From an optimization exercise on the open Yosys and OpenROAD flow, aimed at small area and a short achievable clock period; shortcuts taken in it are not production practice.
Where RTL was checked, it was by simulation tests only, not by an equivalence proof against the original.
Power is estimated from default activity; no workload was simulated.

== build 56 ==
Design cpu_top, start of the top module:
module cpu_top (
	input  logic                               clk,
	input  logic                               rst,
	input  logic                               inst_valid,
	input  logic [cpu_pkg::word_width-1:0]     inst,
	output logic                               wb_valid,
	output logic [cpu_pkg::reg_addr_width-1:0] wb_reg,
	output logic [cpu_pkg::word_width-1:0]     wb_data,
	output logic                               out_valid,
	output logic [cpu_pkg::word_width-1:0]     out_data,
	output logic                               halted
);
Size in the first run: about 1,300 cells after synthesis, about 400 flip-flops.
==> module execute_stage, before the edit <==
module execute_stage (
	input  logic                     clk,
	input  logic                     rst,
	input  cpu_pkg::ctrl_t           ex_ctrl,
	input  logic              [1:0]  ex_dest,
	input  logic              [15:0] ex_op_a,
	input  logic              [15:0] ex_op_b,
	input  logic                     ex_fwd_a,
	input  logic                     ex_fwd_b,
	input  logic              [15:0] ex_line,
	output logic                     ex_wr,
	output logic              [15:0] ex_result,
	output logic                     wb_valid,
	output logic              [1:0]  wb_reg,
	output logic              [15:0] wb_data,
	output logic                     out_valid,
	output logic              [15:0] out_data,
	output logic                     halted
);
	logic        halted_q;
	logic        wb_valid_q;
	logic        out_valid_q;
	logic [1:0]  wb_reg_q;
	logic [15:0] wb_data_q;
	logic        live;
	logic [15:0] a;
	logic [15:0] b;
	logic [15:0] bx;
	logic [15:0] sum;
	logic [15:0] mem_rdata;
	logic [15:0] result;
	logic [15:0] dmem [16];
	assign live = !halted_q;
	assign a = ({16{ex_fwd_a}} & wb_data_q) | ex_op_a;
	assign b = ({16{ex_fwd_b}} & wb_data_q) | ex_op_b;
	logic [15:0] pg_g;
	logic [15:0] pg_p;
	logic [15:0] cg [5];
	logic [15:0] cp [5];
	logic [15:0] carry;
	assign bx = ex_ctrl.inv ? ~b : b;
	assign pg_g = a & bx;
	assign pg_p = a ^ bx;
	always_comb begin
		cg[0] = pg_g;
		cp[0] = pg_p;
		cg[0][0] = pg_g[0] | (pg_p[0] & ex_ctrl.inv);
		for (int l = 0; l < 4; l++) begin
			cg[l + 1] = cg[l];
			cp[l + 1] = cp[l];
			for (int i = 0; i < 16; i++) begin
				if (((i >> l) & 1) == 1) begin
					cg[l + 1][i] = cg[l][i] | (cp[l][i] & cg[l][((i >> l) << l) - 1]);
					cp[l + 1][i] = cp[l][i] & cp[l][((i >> l) << l) - 1];
				end
			end
		end
	end
	assign carry = {cg[4][14:0], ex_ctrl.inv};
	assign sum = pg_p ^ carry;
	always_comb begin
		mem_rdata = '0;
		for (int i = 0; i < 16; i++) begin
			mem_rdata = mem_rdata | ({16{ex_line[i]}} & dmem[i]);
		end
	end
	assign result = ({16{ex_ctrl.s_sum}} & sum) |
		({16{ex_ctrl.s_or}} & (a | bx)) |
		({16{ex_ctrl.s_and}} & (a & b)) |
		({16{ex_ctrl.s_shr}} & {a[15], a[15:1]}) |
		({16{ex_ctrl.s_mem}} & mem_rdata);
	assign ex_wr = live && ex_ctrl.wr;
	assign ex_result = result;
	always_ff @(posedge clk) begin
		for (int i = 0; i < 16; i++) begin
			if (rst || (live && ex_ctrl.sw && ex_line[i])) begin
				dmem[i] <= rst ? '0 : b;
			end
		end
	end
	always_ff @(posedge clk) begin
		if (rst) begin
			wb_valid_q <= 1'b0;
			out_valid_q <= 1'b0;
			halted_q <= 1'b0;
		end else begin
			wb_valid_q <= ex_wr;
			out_valid_q <= live && ex_ctrl.wwd;
			halted_q <= halted_q || (live && ex_ctrl.hlt);
		end
	end
	always_ff @(posedge clk) begin
		wb_reg_q <= ex_dest;
		wb_data_q <= result;
	end
	assign wb_valid = wb_valid_q;
	assign wb_reg = wb_reg_q;
	assign wb_data = wb_data_q;
	assign out_valid = out_valid_q;
	assign out_data = wb_data_q;
	assign halted = halted_q;
endmodule
==> flow/config.mk <==
export PLATFORM = sky130hd
export DESIGN_NAME = cpu_top
export DESIGN_NICKNAME = cpu_top
export VERILOG_FILES = /design/flow/design.v
export SDC_FILE = /design/flow/constraint.sdc
export NUM_CORES = 4
export LEC_CHECK = 0
export CAP_MARGIN = 20
export CORE_MARGIN = 2
export CORE_UTILIZATION = 60
export PLACE_DENSITY = 0.7
export SETUP_SLACK_MARGIN = 2.6
export SLEW_MARGIN = 20
==> flow/constraint.sdc <==
create_clock -name core_clock -period 5.5 [get_ports {clk}]
set_input_delay 1.1000 -clock core_clock [delete_from_list [all_inputs] [get_ports {clk}]]
set_output_delay 1.1000 -clock core_clock [all_outputs]
set_load 0.01 [all_outputs]
standard.sh (not shown) runs the stock make flow with config.mk's settings and CLKGATE_MAP_FILE= SYNTH_SCRIPT=/design/flow/synth_recipe.tcl, a recipe that flattens the netlist after the stock synthesis.
==> flow/flow/run.sh <==
#!/bin/bash
export CUSTOM_ABC_SCRIPT=$PWD/flow/abc.script
bash standard.sh ADDER_MAP_FILE= "BUFFER_PORTS_ARGS=-buffer_cell sky130_fd_sc_hd__buf_4" "CTS_ARGS=-sink_clustering_enable -repair_clock_nets -buf_list sky130_fd_sc_hd__clkbuf_8 -sink_clustering_size 20 -sink_clustering_max_diameter 50 -dont_use_dummy_load" SYNTH_SCRIPT=$PWD/flow/synth_custom.tcl finish > standard.log 2>&1
==> flow/flow/abc.script <==
&get -n
&st
&dch
&nf -R 20
&put
buffer -c
topo
stime -c
upsize -c
dnsize -c
==> flow/flow/synth_custom.tcl <==
# The standard synthesis script (synth_recipe.tcl), with one change:
# the ABC mapping step uses flow/abc.script in place of ORFS's speed script.
# Registers are mapped before ABC runs, so they are the same as the
# standard synthesis's.
proc synth {args} { yosys synth -nofsm -noshare {*}$args }
proc abc {args} {
  set i [lsearch -exact $args -script]
  if {$i >= 0} { lset args [expr {$i + 1}] $::env(CUSTOM_ABC_SCRIPT) }
  yosys abc {*}$args
}
source $::env(SCRIPTS_DIR)/synth.tcl
# left out here: clear keep_hierarchy, flatten, clean up, hide names made inside functions, write 1_2_yosys.v
Changes in trial 19 relative to build 56:
--- a/flow/design.v
+++ b/flow/design.v
@@ -267,4 +267,5 @@
 	logic [15:0] b;
 	logic [15:0] bx;
+	logic [16:0] sum_c;
 	logic [15:0] sum;
 	logic [15:0] mem_rdata;
@@ -274,29 +275,7 @@
 	assign a = ({16{ex_fwd_a}} & wb_data_q) | ex_op_a;
 	assign b = ({16{ex_fwd_b}} & wb_data_q) | ex_op_b;
-	logic [15:0] pg_g;
-	logic [15:0] pg_p;
-	logic [15:0] cg [5];
-	logic [15:0] cp [5];
-	logic [15:0] carry;
 	assign bx = ex_ctrl.inv ? ~b : b;
-	assign pg_g = a & bx;
-	assign pg_p = a ^ bx;
-	always_comb begin
-		cg[0] = pg_g;
-		cp[0] = pg_p;
-		cg[0][0] = pg_g[0] | (pg_p[0] & ex_ctrl.inv);
-		for (int l = 0; l < 4; l++) begin
-			cg[l + 1] = cg[l];
-			cp[l + 1] = cp[l];
-			for (int i = 0; i < 16; i++) begin
-				if (((i >> l) & 1) == 1) begin
-					cg[l + 1][i] = cg[l][i] | (cp[l][i] & cg[l][((i >> l) << l) - 1]);
-					cp[l + 1][i] = cp[l][i] & cp[l][((i >> l) << l) - 1];
-				end
-			end
-		end
-	end
-	assign carry = {cg[4][14:0], ex_ctrl.inv};
-	assign sum = pg_p ^ carry;
+	assign sum_c = {a, 1'b1} + {bx, ex_ctrl.inv};
+	assign sum = sum_c[16:1];
 	always_comb begin
 		mem_rdata = '0;
Notes after the runs:
Compared with build 56, in trial 19 worst setup slack went up by 0.21 ns, synthesized netlist net count went up by 26, number of gates on the worst path with buffers counted went down by 1, time the worst path needs with I/O delays and setup fell 0.21 ns, maximum vdd ir drop +0.000056 V. Build 56 and trial 19 ended up with nearly the same power. Switching power share of the total across build 56 and trial 19: no real change. When the final numbers for build 56 and trial 19 were put side by side, the share of power burned in combinational logic turned out to be smaller in trial 19. Trial 19 vs build 56, master of the slowest instance on the critical path: sky130_fd_sc_hd__a222oi_1 vs sky130_fd_sc_hd__maj3_2.
Only the layout flow was run in build 56; the RTL was not checked for function there.

==> afterwards: timing with drivers on the ports <==
The results above use ideal ports. As a check the final layouts listed here were re-extracted and re-timed, cells and wires unchanged. Step 1 sets driving cells, clkbuf_16 on the clock port and buf_2 on the other inputs (assumed; they add their load-dependent delay and slew). Step 2 times the ports against the registers' clock, not the clock port: input delays grow and output delays shrink by t, the midpoint of the rising clock arrivals with the driver on. Three values: ideal, step 1, step 2; two values: the first two.
| run | t (ns) | setup WS [ns] | clock arrival spread, ns |
|---|---|---|---|
| build 56 | 0.593 | 2.467 / 2.467 / 1.913 | 0.084 / 0.084 |
| trial 19 | 0.596 | 2.673 / 2.673 / 2.115 | 0.061 / 0.060 |
After both steps every run listed still meets setup and hold. The setup slack of trial 19, which loses most, moves by 0.000 ns with the drivers and by -0.558 ns with both steps.
